Source: an optimization exercise on an open RTL-to-GDS flow (aim: small area). Production flows keep margins and buffers that such runs may drop. Only simulation tests tie the RTL to the original design; equivalence was not proved. The clock port is modelled as an ideal driver; clocking choices that lean on that would not hold on a real chip.

==> 10-20 <==
Design id_stage, start of the top module:
module id_stage #(
  parameter int SIZE      = 32,
  parameter int REG_COUNT = 32
) (
  input  logic            clk,
  input  logic            rst_n,
  input  logic [SIZE-1:0] IF_ID,
  input  logic            if_valid,
  input  logic            ex_ready,
  input  logic            wb_we,
  input  logic [4:0]      wb_addr,
  input  logic [SIZE-1:0] wb_data,
  output logic            id_ready,
  output logic            id_ex_valid,
  output logic [SIZE-1:0] id_ex_rs_data,
  output logic [SIZE-1:0] id_ex_rt_data,
  output logic [SIZE-1:0] id_ex_imm,
  output logic [4:0]      id_ex_rs,
  output logic [4:0]      id_ex_rt,
  output logic [4:0]      id_ex_dst,
  output logic [5:0]      id_ex_funct,
  output logic [3:0]      id_ex_ctrl
);
  logic [5:0] f_op;
  logic [4:0] f_rs;
  logic [4:0] f_rt;
  assign f_op = IF_ID[31:26];
  assign f_rs = IF_ID[25:21];
  assign f_rt = IF_ID[20:16];
  logic op_r, op_lw, op_sw, op_addi, op_beq;
  assign op_r    = (f_op == 6'b000000);
  assign op_lw   = (f_op == 6'b100011);
  assign op_sw   = (f_op == 6'b101011);
  assign op_addi = (f_op == 6'b001000);
  assign op_beq  = (f_op == 6'b000100);
  logic [3:0] dec_ctrl;
  logic       dec_uses_rt;
  assign dec_ctrl    = {op_r | op_lw | op_addi, op_lw, op_sw, op_lw | op_sw | op_addi};
  assign dec_uses_rt = op_r | op_sw | op_beq;
  logic [SIZE-1:0]      rf_d [1:REG_COUNT-1];
  logic [REG_COUNT-1:1] rf_v;
  logic [REG_COUNT-1:1] we_row;
  for (genvar i = 1; i < REG_COUNT; i++) begin : g_we
    assign we_row[i] = wb_we && (wb_addr == 5'(i));
  end
  always_ff @(posedge clk) begin
    for (int i = 1; i < REG_COUNT; i++)
      if (we_row[i]) rf_d[i] <= wb_data;
  end
  always_ff @(posedge clk or negedge rst_n) begin
    if (!rst_n) rf_v <= '0;
    else        rf_v <= rf_v | we_row;
  end
  logic            valid_q;
  logic [SIZE-1:0] rs_data_q;
  logic [SIZE-1:0] rt_data_q;
  logic [15:0]     imm_q;
  logic [4:0]      rs_q;
  logic [4:0]      rt_q;
  logic            dsel_rd_q;    
  logic            dsel_rt_q;    
  logic [3:0]      ctrl_q;
  logic haz, load;
  assign haz  = if_valid && ctrl_q[2] && (rt_q != 5'd0) &&
                ((rt_q == f_rs) || (dec_uses_rt && (rt_q == f_rt)));
  ...
==> module id_stage, before the edit <==
module id_stage #(
  parameter int SIZE      = 32,
  parameter int REG_COUNT = 32
) (
  input  logic            clk,
  input  logic            rst_n,
  input  logic [SIZE-1:0] IF_ID,
  input  logic            if_valid,
  input  logic            ex_ready,
  input  logic            wb_we,
  input  logic [4:0]      wb_addr,
  input  logic [SIZE-1:0] wb_data,
  output logic            id_ready,
  output logic            id_ex_valid,
  output logic [SIZE-1:0] id_ex_rs_data,
  output logic [SIZE-1:0] id_ex_rt_data,
  output logic [SIZE-1:0] id_ex_imm,
  output logic [4:0]      id_ex_rs,
  output logic [4:0]      id_ex_rt,
  output logic [4:0]      id_ex_dst,
  output logic [5:0]      id_ex_funct,
  output logic [3:0]      id_ex_ctrl
);
  logic [5:0] f_op;
  logic [4:0] f_rs;
  logic [4:0] f_rt;
  assign f_op = IF_ID[31:26];
  assign f_rs = IF_ID[25:21];
  assign f_rt = IF_ID[20:16];
  logic op_r, op_lw, op_sw, op_addi, op_beq;
  assign op_r    = (f_op == 6'b000000);
  assign op_lw   = (f_op == 6'b100011);
  assign op_sw   = (f_op == 6'b101011);
  assign op_addi = (f_op == 6'b001000);
  assign op_beq  = (f_op == 6'b000100);
  logic [3:0] dec_ctrl;
  logic       dec_uses_rt;
  assign dec_ctrl    = {op_r | op_lw | op_addi, op_lw, op_sw, op_lw | op_sw | op_addi};
  assign dec_uses_rt = op_r | op_sw | op_beq;
  logic [SIZE-1:0]      rf_d [1:REG_COUNT-1];
  logic [REG_COUNT-1:1] rf_v;
  logic [REG_COUNT-1:1] we_row;
  for (genvar i = 1; i < REG_COUNT; i++) begin : g_we
    assign we_row[i] = wb_we && (wb_addr == 5'(i));
  end
  always_ff @(posedge clk) begin
    for (int i = 1; i < REG_COUNT; i++)
      if (we_row[i]) rf_d[i] <= wb_data;
  end
  always_ff @(posedge clk or negedge rst_n) begin
    if (!rst_n) rf_v <= '0;
    else        rf_v <= rf_v | we_row;
  end
  logic            valid_q;
  logic [SIZE-1:0] rs_data_q;
  logic [SIZE-1:0] rt_data_q;
  logic [15:0]     imm_q;
  logic [4:0]      rs_q;
  logic [4:0]      rt_q;
  logic            dsel_rd_q;    
  logic            dsel_rt_q;    
  logic [3:0]      ctrl_q;
  logic haz, load;
  assign haz  = if_valid && ctrl_q[2] && (rt_q != 5'd0) &&
                ((rt_q == f_rs) || (dec_uses_rt && (rt_q == f_rt)));
  assign load = ex_ready && !haz;
  assign id_ready = load;
  logic [REG_COUNT-1:1] sel_s, sel_t;
  for (genvar i = 1; i < REG_COUNT; i++) begin : g_sel
    assign sel_s[i] = load && rf_v[i] && (f_rs == 5'(i));
    assign sel_t[i] = load && rf_v[i] && (f_rt == 5'(i));
  end
  logic            nload;
  logic [SIZE-1:0] rs_data_d, rt_data_d;
  assign nload = !load;
  for (genvar j = 0; j < SIZE; j++) begin : g_rd
    logic [10:0] ys, yt;
    for (genvar g = 0; g < 10; g++) begin : g_grp
      id_aoi222 u_s (.a0(sel_s[3*g+1]), .b0(rf_d[3*g+1][j]),
                     .a1(sel_s[3*g+2]), .b1(rf_d[3*g+2][j]),
                     .a2(sel_s[3*g+3]), .b2(rf_d[3*g+3][j]), .y(ys[g]));
      id_aoi222 u_t (.a0(sel_t[3*g+1]), .b0(rf_d[3*g+1][j]),
                     .a1(sel_t[3*g+2]), .b1(rf_d[3*g+2][j]),
                     .a2(sel_t[3*g+3]), .b2(rf_d[3*g+3][j]), .y(yt[g]));
    end
    id_aoi22 u_s10 (.a0(sel_s[31]), .b0(rf_d[31][j]), .a1(nload), .b1(rs_data_q[j]), .y(ys[10]));
    id_aoi22 u_t10 (.a0(sel_t[31]), .b0(rf_d[31][j]), .a1(nload), .b1(rt_data_q[j]), .y(yt[10]));
    assign rs_data_d[j] = ~&ys;
    assign rt_data_d[j] = ~&yt;
  end
  always_ff @(posedge clk or negedge rst_n) begin
    if (!rst_n) begin
      valid_q   <= 1'b0;
      rs_data_q <= '0;
      rt_data_q <= '0;
      imm_q     <= '0;
      rs_q      <= '0;
      rt_q      <= '0;
      dsel_rd_q <= 1'b0;
      dsel_rt_q <= 1'b0;
      ctrl_q    <= '0;
    end else begin
      rs_data_q <= rs_data_d;
      rt_data_q <= rt_data_d;
      if (ex_ready) begin
        if (haz) begin
          valid_q <= 1'b0;
          ctrl_q  <= '0;
        end else begin
          valid_q   <= if_valid;
          imm_q     <= IF_ID[15:0];
          rs_q      <= f_rs;
          rt_q      <= f_rt;
          dsel_rd_q <= op_r;
          dsel_rt_q <= op_lw | op_addi;
          ctrl_q    <= if_valid ? dec_ctrl : 4'b0000;
        end
      end
    end
  end
  assign id_ex_valid   = valid_q;
  assign id_ex_rs_data = rs_data_q;
  assign id_ex_rt_data = rt_data_q;
  assign id_ex_imm     = {{(SIZE-16){imm_q[15]}}, imm_q};
  assign id_ex_rs      = rs_q;
  assign id_ex_rt      = rt_q;
  assign id_ex_dst     = ({5{dsel_rd_q}} & imm_q[15:11]) | ({5{dsel_rt_q}} & rt_q);
  assign id_ex_funct   = imm_q[5:0];
  assign id_ex_ctrl    = ctrl_q;
endmodule
==> module id_aoi22, before the edit <==
module id_aoi22 (
  input  logic a0, b0, a1, b1,
  output logic y
);
  assign y = ~((a0 & b0) | (a1 & b1));
endmodule
Settings: LEC_CHECK=0, CAP_MARGIN=40, CORE_MARGIN=2, CORE_UTILIZATION=40, SLEW_MARGIN=40, SYNTH_HIERARCHICAL=1, SYNTH_MINIMUM_KEEP_SIZE=0; clock period 5.0 ns.
run.sh (not shown) runs the stock make flow with config.mk's settings and CLKGATE_MAP_FILE= SYNTH_SCRIPT=/design/flow/synth_recipe.tcl, a recipe that flattens the netlist after the stock synthesis.
==> inputs of 08-22, as changes to 10-20 <==
--- a/flow/design.v
+++ b/flow/design.v
@@ -45,5 +45,13 @@
   end
+  logic [REG_COUNT-1:1] nwe_row;
+  logic [SIZE-1:0]      rf_n [1:REG_COUNT-1];
+  assign nwe_row = ~we_row;
+  for (genvar i = 1; i < REG_COUNT; i++) begin : g_wr
+    for (genvar j = 0; j < SIZE; j++) begin : g_bit
+      id_ao22 u_w (.a0(we_row[i]), .b0(wb_data[j]), .a1(nwe_row[i]), .b1(rf_d[i][j]), .y(rf_n[i][j]));
+    end
+  end
   always_ff @(posedge clk) begin
     for (int i = 1; i < REG_COUNT; i++)
-      if (we_row[i]) rf_d[i] <= wb_data;
+      rf_d[i] <= rf_n[i];
   end
@@ -76,3 +84,3 @@
   for (genvar j = 0; j < SIZE; j++) begin : g_rd
-    logic [10:0] ys, yt;
+    logic [9:0] ys, yt;
     for (genvar g = 0; g < 10; g++) begin : g_grp
@@ -85,6 +93,13 @@
     end
-    id_aoi22 u_s10 (.a0(sel_s[31]), .b0(rf_d[31][j]), .a1(nload), .b1(rs_data_q[j]), .y(ys[10]));
-    id_aoi22 u_t10 (.a0(sel_t[31]), .b0(rf_d[31][j]), .a1(nload), .b1(rt_data_q[j]), .y(yt[10]));
-    assign rs_data_d[j] = ~&ys;
-    assign rt_data_d[j] = ~&yt;
+    id_ao221 u_s10 (.a0(sel_s[31]), .b0(rf_d[31][j]), .a1(nload), .b1(rs_data_q[j]),
+                    .c(~&ys[9:0]), .y(rs_data_d[j]));
+    id_ao221 u_t10 (.a0(sel_t[31]), .b0(rf_d[31][j]), .a1(nload), .b1(rt_data_q[j]),
+                    .c(~&yt[9:0]), .y(rt_data_d[j]));
+  end
+  localparam int NFLD = 16 + 5 + 5 + 2;
+  logic [NFLD-1:0] fld_new, fld_q, fld_d;
+  assign fld_new = {IF_ID[15:0], f_rs, f_rt, op_r, op_lw | op_addi};
+  assign fld_q   = {imm_q, rs_q, rt_q, dsel_rd_q, dsel_rt_q};
+  for (genvar k = 0; k < NFLD; k++) begin : g_fld
+    id_ao22 u_f (.a0(load), .b0(fld_new[k]), .a1(nload), .b1(fld_q[k]), .y(fld_d[k]));
   end
@@ -104,2 +119,3 @@
       rt_data_q <= rt_data_d;
+      {imm_q, rs_q, rt_q, dsel_rd_q, dsel_rt_q} <= fld_d;
       if (ex_ready) begin
@@ -110,7 +126,2 @@
           valid_q   <= if_valid;
-          imm_q     <= IF_ID[15:0];
-          rs_q      <= f_rs;
-          rt_q      <= f_rt;
-          dsel_rd_q <= op_r;
-          dsel_rt_q <= op_lw | op_addi;
           ctrl_q    <= if_valid ? dec_ctrl : 4'b0000;
@@ -136,3 +147,9 @@
 endmodule
-module id_aoi22 (
+module id_ao221 (
+  input  logic a0, b0, a1, b1, c,
+  output logic y
+);
+  assign y = (a0 & b0) | (a1 & b1) | c;
+endmodule
+module id_ao22 (
   input  logic a0, b0, a1, b1,
@@ -140,3 +157,3 @@
 );
-  assign y = ~((a0 & b0) | (a1 & b1));
+  assign y = (a0 & b0) | (a1 & b1);
 endmodule
==> flow/flow/run.sh (new file) <==
#!/bin/bash
cp standard.sh standard_sh.log
export BUFFER_PORTS_ARGS="-buffer_cell sky130_fd_sc_hd__buf_1"
export CTS_ARGS="-sink_clustering_enable -repair_clock_nets -sink_clustering_size 24 -sink_clustering_max_diameter 80 -dont_use_dummy_load"
bash standard.sh > standard_run.log 2>&1
==> flow/standard.sh (new file) <==
#!/bin/bash
# synth_recipe.tcl (not shown) runs the flow's synth.tcl, then flattens the netlist and writes it again
# the make line also repeats each setting of config.mk as NAME=value (left out here)
make -C /OpenROAD-flow-scripts/flow DESIGN_CONFIG=/design/flow/config.mk WORK_HOME=/design/flow/orfs CLKGATE_MAP_FILE= SYNTH_SCRIPT=/design/flow/synth_recipe.tcl "${@:-finish}"
--- a/flow/config.mk
+++ b/flow/config.mk
@@ -9,3 +9,3 @@
 export CORE_MARGIN = 2
-export CORE_UTILIZATION = 40
+export CORE_UTILIZATION = 62
 export SLEW_MARGIN = 40
removed: flow/run.sh
==> inputs of 12-12, as changes to 10-20 <==
--- a/flow/design.v
+++ b/flow/design.v
@@ -45,5 +45,13 @@
   end
+  logic [REG_COUNT-1:1] nwe_row;
+  logic [SIZE-1:0]      rf_n [1:REG_COUNT-1];
+  assign nwe_row = ~we_row;
+  for (genvar i = 1; i < REG_COUNT; i++) begin : g_wr
+    for (genvar j = 0; j < SIZE; j++) begin : g_bit
+      id_ao22 u_w (.a0(we_row[i]), .b0(wb_data[j]), .a1(nwe_row[i]), .b1(rf_d[i][j]), .y(rf_n[i][j]));
+    end
+  end
   always_ff @(posedge clk) begin
     for (int i = 1; i < REG_COUNT; i++)
-      if (we_row[i]) rf_d[i] <= wb_data;
+      rf_d[i] <= rf_n[i];
   end
@@ -76,3 +84,3 @@
   for (genvar j = 0; j < SIZE; j++) begin : g_rd
-    logic [10:0] ys, yt;
+    logic [9:0] ys, yt;
     for (genvar g = 0; g < 10; g++) begin : g_grp
@@ -85,6 +93,13 @@
     end
-    id_aoi22 u_s10 (.a0(sel_s[31]), .b0(rf_d[31][j]), .a1(nload), .b1(rs_data_q[j]), .y(ys[10]));
-    id_aoi22 u_t10 (.a0(sel_t[31]), .b0(rf_d[31][j]), .a1(nload), .b1(rt_data_q[j]), .y(yt[10]));
-    assign rs_data_d[j] = ~&ys;
-    assign rt_data_d[j] = ~&yt;
+    id_ao221 u_s10 (.a0(sel_s[31]), .b0(rf_d[31][j]), .a1(nload), .b1(rs_data_q[j]),
+                    .c(~&ys[9:0]), .y(rs_data_d[j]));
+    id_ao221 u_t10 (.a0(sel_t[31]), .b0(rf_d[31][j]), .a1(nload), .b1(rt_data_q[j]),
+                    .c(~&yt[9:0]), .y(rt_data_d[j]));
+  end
+  localparam int NFLD = 16 + 5 + 5 + 2;
+  logic [NFLD-1:0] fld_new, fld_q, fld_d;
+  assign fld_new = {IF_ID[15:0], f_rs, f_rt, op_r, op_lw | op_addi};
+  assign fld_q   = {imm_q, rs_q, rt_q, dsel_rd_q, dsel_rt_q};
+  for (genvar k = 0; k < NFLD; k++) begin : g_fld
+    id_ao22 u_f (.a0(load), .b0(fld_new[k]), .a1(nload), .b1(fld_q[k]), .y(fld_d[k]));
   end
@@ -104,2 +119,3 @@
       rt_data_q <= rt_data_d;
+      {imm_q, rs_q, rt_q, dsel_rd_q, dsel_rt_q} <= fld_d;
       if (ex_ready) begin
@@ -110,7 +126,2 @@
           valid_q   <= if_valid;
-          imm_q     <= IF_ID[15:0];
-          rs_q      <= f_rs;
-          rt_q      <= f_rt;
-          dsel_rd_q <= op_r;
-          dsel_rt_q <= op_lw | op_addi;
           ctrl_q    <= if_valid ? dec_ctrl : 4'b0000;
@@ -136,3 +147,9 @@
 endmodule
-module id_aoi22 (
+module id_ao221 (
+  input  logic a0, b0, a1, b1, c,
+  output logic y
+);
+  assign y = (a0 & b0) | (a1 & b1) | c;
+endmodule
+module id_ao22 (
   input  logic a0, b0, a1, b1,
@@ -140,3 +157,3 @@
 );
-  assign y = ~((a0 & b0) | (a1 & b1));
+  assign y = (a0 & b0) | (a1 & b1);
 endmodule
==> flow/flow/run.sh (new file) <==
#!/bin/bash
cp standard.sh standard_sh.log
export BUFFER_PORTS_ARGS="-buffer_cell sky130_fd_sc_hd__buf_1"
export CTS_ARGS="-sink_clustering_enable -repair_clock_nets -sink_clustering_size 30 -sink_clustering_max_diameter 100 -dont_use_dummy_load"
bash standard.sh > standard_run.log 2>&1
==> flow/standard.sh (new file) <==
#!/bin/bash
# synth_recipe.tcl (not shown) runs the flow's synth.tcl, then flattens the netlist and writes it again
# the make line also repeats each setting of config.mk as NAME=value (left out here)
make -C /OpenROAD-flow-scripts/flow DESIGN_CONFIG=/design/flow/config.mk WORK_HOME=/design/flow/orfs CLKGATE_MAP_FILE= SYNTH_SCRIPT=/design/flow/synth_recipe.tcl "${@:-finish}"
--- a/flow/config.mk
+++ b/flow/config.mk
@@ -9,3 +9,5 @@
 export CORE_MARGIN = 2
-export CORE_UTILIZATION = 40
+export CORE_UTILIZATION = 70
+export CTS_CLUSTER_DIAMETER = 100
+export CTS_CLUSTER_SIZE = 30
 export SLEW_MARGIN = 40
removed: flow/run.sh
==> impl_metrics.tcl <==
set metrics [dict create \
    taps 782 \
    reg2reg_slack_ps 290 \
    met1_usage 0.6611 \
    run_status "no timing/DRC/antenna violations" \
    dieArea_sq_um 62710 \
    clock_buffers 43 \
    grt_antenna_before_repair 18 \
    layout.nonclk_buf_frac 0.04728 \
    synth.largest_area_cell "dfxtp_1" \
    drive_gt1_frac 0.08000 \
    finalWorstSetupSlack_ps 294.5 \
]
(the above is from 12-12)
==> impl_metrics.tcl <==
set metrics [dict create \
    run_status "no timing/DRC/antenna violations" \
    taps 873 \
    reg2reg_slack_ps 670 \
    yosys_most_used_dff "dfxtp_1" \
    dieArea_sq_um 70670 \
    drive_gt1_frac 0.08232 \
    finalWorstSetupSlack_ps 674.9 \
    clock_buffers 53 \
    layout.nonclk_buf_frac 0.04747 \
    clk_latency_ps 680 \
    grt_antenna_before_repair 5 \
    cp-startpoint "rt_q[0]" \
    met1_usage 0.6120 \
    clk_pin_slew_ps 90 \
    synth.largest_area_cell "dfxtp_1" \
]
(the above is from 08-22)
==> impl_metrics.tcl <==
set metrics [dict create \
    fp.dieH_um 334.8 \
    grt_antenna_before_repair 16 \
    drt-met1-wl_mm 61.47 \
    taps 1414 \
    met1_usage 0.3980 \
    num-fill-cells 8825 \
    gp_congestion 0.9445 \
    critPathCaptureType "output port" \
    startpoint_type "primary input" \
    synth.largest_area_cell "edfxtp_1" \
    final_nets 3011 \
    layout.nonclk_buf_frac 0.08222 \
    drive_gt1_frac 0.2296 \
    dieArea_sq_um 112100 \
    clock_buffers 133 \
    reg2reg_slack_ps 680 \
    clock_skew_ps 32.80 \
    run_status "no timing/DRC/antenna violations" \
    clk_share 0.07285 \
    finalWorstSetupSlack_ps 312.8 \
    syn_to_final_growth_pct 24.29 \
]
(the above is from 10-20)

## re-timing with driven ports
The flow's constraints put no driver on any port. The routed layouts listed below were extracted and timed again, unchanged, in two steps.
Step 1: set_driving_cell puts a clkbuf_16 on clk and a buf_2 on each other input, an assumption about the parent block.
Step 2, shift: input delay + t, output delay - t, t = (earliest + latest rising clock arrival at the registers) / 2. This alone moves slack from input paths to output paths.
Three values: ideal, step 1, step 2; two values: the first two.
run	t, ns	setup WS [ns]	hold slack, ns	latest minus earliest clock arrival (ns)	pins driven straight from the clock port
10-20	0.767	0.313 / 0.289 / -0.213	0.166 / 0.149 / 0.500	0.034 / 0.034	1
08-22	0.720	0.675 / 0.675 / 0.064	0.315 / 0.273 / 0.504	0.053 / 0.053	1
12-12	0.706	0.294 / 0.294 / -0.277	0.317 / 0.282 / 0.508	0.065 / 0.065	1
With both steps, setup timing fails in 10-20 and 12-12, where it was met with ideal ports. For 08-22, which loses most, drivers alone change the setup slack by 0.000 ns; drivers and shift together by -0.611 ns.
